What follows belongs to an exercise in optimizing a design on an open flow for small area; a production flow would make more cautious choices.
Where RTL was checked, it was by simulation tests only, not by an equivalence proof against the original.
No activity file was given, so power comes from the tool's default toggle rates. The clock port is modelled as an ideal driver; clocking choices that lean on that would not hold on a real chip.

==> flow/design.v <==
`timescale 1ns/1ps
package hash_pkg;
  localparam logic [1:0] OP_NOP    = 2'd0;
  localparam logic [1:0] OP_SEARCH = 2'd1;
  localparam logic [1:0] OP_INSERT = 2'd2;
  localparam logic [1:0] OP_DELETE = 2'd3;
  localparam logic [2:0] RES_MISS     = 3'd0;   
  localparam logic [2:0] RES_FOUND    = 3'd1;
  localparam logic [2:0] RES_INSERTED = 3'd2;   
  localparam logic [2:0] RES_UPDATED  = 3'd3;   
  localparam logic [2:0] RES_FULL     = 3'd4;
  localparam logic [2:0] RES_DELETED  = 3'd5;
  localparam int KEY_WIDTH       = 16;
  localparam int VAL_WIDTH       = 16;
  localparam int NUM_SLOTS       = 4;
  localparam int SLOT_WIDTH      = KEY_WIDTH + VAL_WIDTH;   
  localparam int LINE_WIDTH      = NUM_SLOTS * SLOT_WIDTH;   
  localparam int SLOT_SEL_WIDTH  = $clog2(NUM_SLOTS);
  localparam int MAX_INDEX_WIDTH = 8;
  localparam int CTX_INDEX_LSB = 0;
  localparam int CTX_DATA_LSB  = MAX_INDEX_WIDTH;
  localparam int CTX_KEY_LSB   = CTX_DATA_LSB + VAL_WIDTH;
  localparam int CTX_OP_LSB    = CTX_KEY_LSB + KEY_WIDTH;
  localparam int CTX_WIDTH     = CTX_OP_LSB + 2;
  localparam int RESULT_WIDTH = 3 + VAL_WIDTH;
endpackage
`timescale 1ns/1ps
module process_engine (
  input  logic        clock,
  input  logic        reset,
  input  logic        input_valid,
  input  logic [1:0]  opcode,
  input  logic [15:0] key,
  input  logic [15:0] wr_data,
  output logic        stall,
  output logic        output_valid,
  output logic [15:0] val_out,
  output logic [2:0]  rescode
);
  localparam int SW = 29;
  localparam int NS = 4;
  localparam int LW = NS * SW;
  localparam int NB = 16;
  logic [LW-1:0] ring [NB];
  logic [3:0]    phase;      
  logic          sweeping;   
  logic [3:0]    hash;
  logic          key_zero;
  logic          is_insert, is_delete;
  logic [NS-1:0] v, m;
  logic          any_hit, any_free, ok_now, fire, we;
  logic [2:0]    code;
  logic [SW-1:0] slot0;
  logic          found_r;
  assign hash      = key[3:0] ^ key[7:4] ^ key[11:8] ^ key[15:12];
  assign key_zero  = (key == 16'd0);
  assign is_insert = (opcode == 2'd2);
  assign is_delete = (opcode == 2'd3);
  always_comb begin
    for (int s = 0; s < NS; s++) begin
      v[s] = ring[0][s*SW] && !sweeping;
      m[s] = v[s] && (ring[0][s*SW+1 +: 12] == key[11:0]);
    end
  end
  assign any_hit  = |m;
  assign any_free = !(&v);
  always_comb begin
    if (any_hit)                                 ok_now = m[0];
    else if (is_insert && any_free && !key_zero) ok_now = !v[0];
    else                                         ok_now = 1'b1;
  end
  assign stall = !((phase == hash) && ok_now);
  assign fire  = input_valid && !stall && (opcode != 2'd0);
  assign we    = fire && ((is_insert && (any_hit || (any_free && !key_zero))) ||
                          (is_delete && any_hit));
  always_comb begin
    case (opcode)
      2'd1:    code = any_hit ? 3'd1 : 3'd0;
      2'd2:    code = any_hit ? 3'd3 : (any_free ? 3'd2 : 3'd4);
      2'd3:    code = any_hit ? 3'd5 : 3'd0;
      default: code = 3'd0;
    endcase
  end
  assign slot0[0]      = we ? !is_delete : v[0];
  assign slot0[1 +: 28] = we ? {wr_data, key[11:0]} : ring[0][1 +: 28];
  always_ff @(posedge clock) begin
    for (int i = 0; i < NB - 1; i++) begin
      ring[i] <= ring[i+1];
    end
    for (int s = 1; s < NS; s++) begin
      ring[NB-1][(s-1)*SW]          <= v[s];
      ring[NB-1][(s-1)*SW+1 +: 28]  <= ring[0][s*SW+1 +: 28];
    end
    ring[NB-1][(NS-1)*SW +: SW] <= slot0;
  end
  always_ff @(posedge clock) begin
    if (reset) begin
      phase        <= 4'd0;
      sweeping     <= 1'b1;
      output_valid <= 1'b0;
    end else begin
      phase        <= phase + 4'd1;
      if (&phase) sweeping <= 1'b0;
      output_valid <= fire;
    end
  end
  always_ff @(posedge clock) begin
    rescode <= code;
    found_r <= (opcode == 2'd1) && any_hit;
  end
  assign val_out = found_r ? ring[NB-1][(NS-1)*SW+13 +: 16] : 16'd0;
endmodule
Settings: LEC_CHECK=0, ABC_AREA=0, CAP_MARGIN=20, CORE_MARGIN=2, CORE_UTILIZATION=70, SLEW_MARGIN=20; clock period 5.0 ns.
standard.sh (not shown) runs the stock make flow with config.mk's settings and CLKGATE_MAP_FILE= SYNTH_SCRIPT=/design/flow/synth_recipe.tcl, a recipe that flattens the netlist after the stock synthesis.
==> flow/flow/run.sh <==
#!/bin/bash
# The standard layout, with clock tree and port buffer arguments of our own
set -euo pipefail
export CTS_ARGS="-sink_clustering_enable -repair_clock_nets -dont_use_dummy_load -buf_list \"sky130_fd_sc_hd__clkbuf_8 sky130_fd_sc_hd__clkbuf_16\" -sink_clustering_size 32 -sink_clustering_max_diameter 60 -root_buf sky130_fd_sc_hd__clkbuf_8 -tree_buf sky130_fd_sc_hd__clkbuf_8 -sink_clustering_buffer sky130_fd_sc_hd__clkbuf_16"
export BUFFER_PORTS_ARGS="-buffer_cell sky130_fd_sc_hd__buf_1"
bash standard.sh > standard_flow.log 2>&1
Rerun with:
==> flow/flow/run.sh (replaced) <==
#!/bin/bash
# The standard layout, with clock tree and port buffer arguments of our own
set -euo pipefail
export CTS_ARGS="-sink_clustering_enable -repair_clock_nets -dont_use_dummy_load -buf_list \"sky130_fd_sc_hd__clkbuf_8\" -sink_clustering_size 20 -sink_clustering_max_diameter 45"
export BUFFER_PORTS_ARGS="-buffer_cell sky130_fd_sc_hd__buf_1"
bash standard.sh > standard_flow.log 2>&1
The new run passed the timing, DRC and antenna checks.
Worst setup slack gets worse by 50 ps.
Synthesized cell count does not change.
Non-clock buffer count stays the same.
Core utilization went up by 0.33 points.
First-iteration DRC count fell by a few percent.
Clock-buffer cell count rises by 62.
Global-route usage rose by 0.28 points.
Design area went up slightly.
Die area does not change.
Worst hold slack loses 53 ps.
Rerun with:
==> flow/flow/run.sh (replaced) <==
#!/bin/bash
# The standard layout, with clock tree and port buffer arguments of our own
set -euo pipefail
export CTS_ARGS="-sink_clustering_enable -repair_clock_nets -dont_use_dummy_load -buf_list \"sky130_fd_sc_hd__clkbuf_16\" -sink_clustering_size 36 -sink_clustering_max_diameter 65 "
export BUFFER_PORTS_ARGS="-buffer_cell sky130_fd_sc_hd__buf_1"
bash standard.sh > standard_flow.log 2>&1
Outcome: Design area drops by 0.79%; routed wire length goes down by about 1.1%; synthesized cell count stays the same; via count is lower by about 3.2%; total power decreases by about 1.7%; register-to-register slack degrades by 50 ps; worst setup slack is about the same.

---

Setup of rev 12:
RTL: the design.v shown in full above, as it stands there.
export LEC_CHECK = 0
export ABC_AREA = 0
export CAP_MARGIN = 20
export CORE_MARGIN = 2
export CORE_UTILIZATION = 70
export SLEW_MARGIN = 20
create_clock -name core_clock -period 5.0 [get_ports {clock}]
==> flow/flow/run.sh <==
#!/bin/bash
# The standard layout, with clock tree and port buffer arguments of our own
set -euo pipefail
export CTS_ARGS="-sink_clustering_enable -repair_clock_nets -dont_use_dummy_load -buf_list \"sky130_fd_sc_hd__clkbuf_8\" -sink_clustering_size 16 -sink_clustering_max_diameter 40"
export BUFFER_PORTS_ARGS="-buffer_cell sky130_fd_sc_hd__buf_1"
bash standard.sh > standard_flow.log 2>&1
Input changes introduced in rev 13 (baseline for comparison: rev 12):
==> flow/flow/run.sh <==
#!/bin/bash
# The standard layout, with clock tree and port buffer arguments of our own
set -euo pipefail
export CTS_ARGS="-sink_clustering_enable -repair_clock_nets -dont_use_dummy_load -buf_list \"sky130_fd_sc_hd__clkbuf_16\" -sink_clustering_size 32 -sink_clustering_max_diameter 60"
export BUFFER_PORTS_ARGS="-buffer_cell sky130_fd_sc_hd__buf_1"
bash standard.sh > standard_flow.log 2>&1
Findings:
Number of non-filler instances in the completed layout of rev 13 falls short of that of rev 12 by a few percent.
Between rev 12 and rev 13, the difference in fraction of area in multi-input gates is negligible.
Highest routing layer actually used: met5 -> rev 13, met4 -> rev 12
Between rev 12 and rev 13, setup slack is higher for rev 12, rev 13 comes in under that.

---

process_engine, a different RTL version from the one above (not shown whole).
Size in the first run: roughly 40000 um^2 of cells after synthesis.
==> flow/config.mk <==
export PLATFORM = sky130hd
export DESIGN_NAME = process_engine
export DESIGN_NICKNAME = process_engine
export VERILOG_FILES = /design/flow/design.v
export SDC_FILE = /design/flow/constraint.sdc
export NUM_CORES = 4
export LEC_CHECK = 0
export ABC_AREA = 1
export CAP_MARGIN = 20
export CORE_MARGIN = 2
export CORE_UTILIZATION = 70
export CTS_BUF_LIST = sky130_fd_sc_hd__clkbuf_16
export CTS_CLUSTER_DIAMETER = 40
export CTS_CLUSTER_SIZE = 24
export SLEW_MARGIN = 20
==> flow/constraint.sdc <==
create_clock -name core_clock -period 5.0 [get_ports {clock}]
set_input_delay 1.0000 -clock core_clock [delete_from_list [all_inputs] [get_ports {clock}]]
set_output_delay 1.0000 -clock core_clock [all_outputs]
set_load 0.01 [all_outputs]
run.sh (not shown) runs the stock make flow with config.mk's settings and CLKGATE_MAP_FILE= SYNTH_SCRIPT=/design/flow/synth_recipe.tcl, a recipe that flattens the netlist after the stock synthesis.
Stock flow here: none of the scripts above is used.
==> next run, changes <==
==> flow/flow/run.sh (new file) <==
#!/bin/bash
# The standard layout, with clock tree and port buffer arguments of our own
set -euo pipefail
export CTS_ARGS="-sink_clustering_enable -repair_clock_nets -dont_use_dummy_load -buf_list \"sky130_fd_sc_hd__clkbuf_8\" -sink_clustering_size 16 -sink_clustering_max_diameter 40"
export BUFFER_PORTS_ARGS="-buffer_cell sky130_fd_sc_hd__buf_1"
bash standard.sh > standard_flow.log 2>&1
==> flow/standard.sh (new file) <==
#!/bin/bash
# synth_recipe.tcl (not shown) runs the flow's synth.tcl, then flattens the netlist and writes it again
# the make line also repeats each setting of config.mk as NAME=value (left out here)
make -C /OpenROAD-flow-scripts/flow DESIGN_CONFIG=/design/flow/config.mk WORK_HOME=/design/flow/orfs CLKGATE_MAP_FILE= SYNTH_SCRIPT=/design/flow/synth_recipe.tcl "${@:-finish}"
Settings changed: ABC_AREA 1 to 0, CTS_BUF_LIST sky130_fd_sc_hd__clkbuf_16 to not set, CTS_CLUSTER_DIAMETER 40 to not set, CTS_CLUSTER_SIZE 24 to not set.
removed: flow/run.sh
Outcome: Worst setup slack improves by 0.54 ns. Sequential power barely changes. Via count falls by 20%. Total power falls by 17%. Final area falls by 7.4%.
==> next run, changes <==
==> flow/flow/run.sh (replaced) <==
#!/bin/bash
# The standard layout, with clock tree and port buffer arguments of our own
set -euo pipefail
export CTS_ARGS="-sink_clustering_enable -repair_clock_nets -dont_use_dummy_load -buf_list \"sky130_fd_sc_hd__clkbuf_8\" -sink_clustering_size 20 -sink_clustering_max_diameter 40"
export BUFFER_PORTS_ARGS="-buffer_cell sky130_fd_sc_hd__buf_1"
bash standard.sh > standard_flow.log 2>&1
Settings changed: CORE_UTILIZATION 70 to 80.
Result: The changed run ended with an error in detailed placement with DPL-0033; synthesized area is unchanged; synthesized cell count does not change.
==> next run, changes <==
==> flow/run.sh (new file) <==
#!/bin/bash
# synth_recipe.tcl (not shown) runs the flow's synth.tcl, then flattens the netlist and writes it again
# the make line also repeats each setting of config.mk as NAME=value (left out here)
make -C /OpenROAD-flow-scripts/flow DESIGN_CONFIG=/design/flow/config.mk WORK_HOME=/design/flow/orfs CLKGATE_MAP_FILE= SYNTH_SCRIPT=/design/flow/synth_recipe.tcl finish
Settings changed: ABC_AREA 0 to 1, CORE_UTILIZATION 80 to 70, CTS_BUF_LIST set to sky130_fd_sc_hd__clkbuf_8, CTS_CLUSTER_DIAMETER set to 35, CTS_CLUSTER_SIZE set to 14.
removed: flow/flow/run.sh
removed: flow/standard.sh
Result:
- With this change the flow passed the timing, DRC and antenna checks
- synthesized cell count rises by 17%
- synthesized area rises by 1.9%
No run of this note included a check of the RTL's function; only the layout flow was run.

---

Another version of the RTL of process_engine (not shown whole).
Size in the first run: roughly 2100 cells after synthesis, roughly 0.039 mm2 of cells after synthesis.
Settings: LEC_CHECK=0, ABC_AREA=0, CAP_MARGIN=20, CORE_MARGIN=2, CORE_UTILIZATION=70, SLEW_MARGIN=20; clock period 5.0 ns.
standard.sh (not shown) runs the stock make flow with config.mk's settings and CLKGATE_MAP_FILE= SYNTH_SCRIPT=/design/flow/synth_recipe.tcl, a recipe that flattens the netlist after the stock synthesis.
==> flow/flow/run.sh <==
#!/bin/bash
# The standard layout, with clock tree and port buffer arguments of our own
set -euo pipefail
export CTS_ARGS="-sink_clustering_enable -repair_clock_nets -dont_use_dummy_load -buf_list \"sky130_fd_sc_hd__clkbuf_4 sky130_fd_sc_hd__clkbuf_16\" -sink_clustering_size 32 -sink_clustering_max_diameter 60 -root_buf sky130_fd_sc_hd__clkbuf_8 -tree_buf sky130_fd_sc_hd__clkbuf_4 -sink_clustering_buffer sky130_fd_sc_hd__clkbuf_16"
export BUFFER_PORTS_ARGS="-buffer_cell sky130_fd_sc_hd__buf_1"
bash standard.sh > standard_flow.log 2>&1
The starting point finished with timing, DRC and antenna clean.
Change:
==> flow/flow/run.sh (replaced) <==
#!/bin/bash
# The standard layout with our own clock tree settings (no dummy loads,
# large leaf clusters), drive-1 port buffers, and combinational cells sized
# down after floorplan so that the repair steps size up only what needs it
set -euo pipefail
export CTS_ARGS="-sink_clustering_enable -repair_clock_nets -dont_use_dummy_load -buf_list \"sky130_fd_sc_hd__clkbuf_8 sky130_fd_sc_hd__clkbuf_16\" -sink_clustering_size 36 -sink_clustering_max_diameter 50 -root_buf sky130_fd_sc_hd__clkbuf_8 -tree_buf sky130_fd_sc_hd__clkbuf_8 -sink_clustering_buffer sky130_fd_sc_hd__clkbuf_16"
export BUFFER_PORTS_ARGS="-buffer_cell sky130_fd_sc_hd__buf_1"
export POST_FLOORPLAN_TCL="$PWD/flow/downsize.tcl"
bash standard.sh > standard_flow.log 2>&1
==> flow/flow/downsize.tcl (new file) <==
# Size combinational cells down to drive 1 where the library has that size;
# the later repair steps size up whatever timing, slew or load needs.
set downsized 0
foreach inst [get_cells *] {
  set cell [get_property $inst ref_name]
  if {[regexp {^(sky130_fd_sc_hd__([a-z0-9]+))_([0-9]+)$} $cell -> base kind size]} {
    if {$size > 1 && ![regexp {^(df|edf|sdf|dl|clk|conb|tap|fill|decap|diode|ha|fa|lpflow)} $kind]} {
      set lc [get_lib_cells -quiet */${base}_1]
      if {[llength $lc] > 0} {
        replace_cell $inst ${base}_1
        incr downsized
      }
    }
  }
}
puts "downsized $downsized cells"
--- a/flow/config.mk
+++ b/flow/config.mk
@@ -11,2 +11,3 @@
 export CORE_UTILIZATION = 70
+export PLACE_DENSITY = 0.85
 export SLEW_MARGIN = 20
The changed run ran to the end with no violations.
Register-to-register slack degrades by 440 ps.
Design area went up by 0.96%.
Clock power went up by about 16%.
Critical path depth does not change.
Sequential power stays flat.
First-iteration DRC count went up by about 16%.
Wire length went up by about 36%.
Worst setup slack degrades by 73 ps.
Clock skew went up by 4.4 ps.
Final cell count went up by 0.62%.
Change:
==> flow/flow/run.sh (replaced) <==
#!/bin/bash
# The standard layout with our own clock tree settings (no dummy loads,
# large leaf clusters), drive-1 port buffers, and combinational cells sized
# down after floorplan so that the repair steps size up only what needs it
set -euo pipefail
export CTS_ARGS="-sink_clustering_enable -repair_clock_nets -dont_use_dummy_load -buf_list \"sky130_fd_sc_hd__clkbuf_8 sky130_fd_sc_hd__clkbuf_16\" -sink_clustering_size 34 -sink_clustering_max_diameter 60 -root_buf sky130_fd_sc_hd__clkbuf_8 -tree_buf sky130_fd_sc_hd__clkbuf_8 -sink_clustering_buffer sky130_fd_sc_hd__clkbuf_16"
export BUFFER_PORTS_ARGS="-buffer_cell sky130_fd_sc_hd__buf_1"
export POST_FLOORPLAN_TCL="$PWD/flow/downsize.tcl"
bash standard.sh > standard_flow.log 2>&1
--- a/flow/config.mk
+++ b/flow/config.mk
@@ -11,3 +11,2 @@
 export CORE_UTILIZATION = 70
-export PLACE_DENSITY = 0.85
 export SLEW_MARGIN = 20
Effect: Setup slack improves by 210 ps; hold slack improves by 32 ps; power fell by a few percent; cell area fell slightly; routed wire length fell by a quarter to a third; die area does not change; sequential power barely changes; utilization fell by 1.1 points.
Change:
==> flow/flow/run.sh (replaced) <==
#!/bin/bash
# The standard layout, with clock tree and port buffer arguments of our own
set -euo pipefail
export CTS_ARGS="-sink_clustering_enable -repair_clock_nets -dont_use_dummy_load -buf_list \"sky130_fd_sc_hd__clkbuf_4 sky130_fd_sc_hd__clkbuf_16\" -sink_clustering_size 34 -sink_clustering_max_diameter 60 -root_buf sky130_fd_sc_hd__clkbuf_8 -tree_buf sky130_fd_sc_hd__clkbuf_8 -sink_clustering_buffer sky130_fd_sc_hd__clkbuf_16"
export BUFFER_PORTS_ARGS="-buffer_cell sky130_fd_sc_hd__buf_1"
bash standard.sh > standard_flow.log 2>&1
--- a/flow/config.mk
+++ b/flow/config.mk
@@ -10,3 +10,3 @@
 export CORE_MARGIN = 2
-export CORE_UTILIZATION = 70
+export CORE_UTILIZATION = 75
 export SLEW_MARGIN = 20
removed: flow/flow/downsize.tcl
After rerunning: With this change the flow died in clock tree synthesis (4_1_cts) on DPL-0033; synthesized cell count stays the same; synthesized area stays the same.

## afterwards: timing with drivers on the ports
How much do the figures lean on ideal ports? The routed layouts below were timed once more, with nothing changed but the port constraints. Step 1 (the two cells are an assumption about what drives the block):
set clk [get_ports {clock}]
set_driving_cell -lib_cell sky130_fd_sc_hd__clkbuf_16 $clk
set_driving_cell -lib_cell sky130_fd_sc_hd__buf_2 [delete_from_list [all_inputs] $clk]
Step 2 adds t to the input delays and takes it off the output delays; t is the mean of the earliest and latest rising clock arrival at the registers after step 1. Input paths then give back, and output paths get back, about the clock's delay inside the block. Three values: ideal, step 1, step 2; two values: the first two.
| run | shift t [ns] | setup slack, ns | hold slack, ns | worst setup path after step 2 |
|---|---|---|---|---|
| the first run of note 1 | 0.754 | 0.859 / 0.800 / 0.800 | 0.303 / 0.303 / 0.303 | input to output |
| the second run of note 1 | 0.805 | 0.810 / 0.752 / 0.752 | 0.250 / 0.250 / 0.250 | input to output |
| the third run of note 1 | 0.689 | 0.808 / 0.757 / 0.757 | 0.282 / 0.282 / 0.282 | input to output |
| rev 12 | 0.806 | 0.842 / 0.783 / 0.783 | 0.278 / 0.278 / 0.278 | input to output |
| rev 13 | 0.665 | 0.819 / 0.760 / 0.760 | 0.302 / 0.302 / 0.302 | input to output |
| the first run of note 3 | 0.744 | 0.156 / 0.067 / 0.067 | 0.301 / 0.301 / 0.301 | input to output |
| the second run of note 3 | 0.780 | 0.692 / 0.666 / 0.666 | 0.272 / 0.272 / 0.272 | input to output |
| the fourth run of note 3 | 0.855 | 0.190 / 0.101 / 0.101 | 0.305 / 0.305 / 0.305 | input to output |
| the first run of note 4 | 0.725 | 1.005 / 0.921 / 0.921 | 0.290 / 0.290 / 0.290 | input to output |
| the second run of note 4 | 0.787 | 0.933 / 0.813 / 0.729 | 0.262 / 0.262 / 0.262 | input to register |
| the third run of note 4 | 0.821 | 1.147 / 1.121 / 0.753 | 0.294 / 0.294 / 0.294 | input to register |
After both steps setup and hold are still met in every run listed. The setup slack of the third run of note 4, which loses most, moves by -0.026 ns with the drivers and by -0.394 ns with both steps.
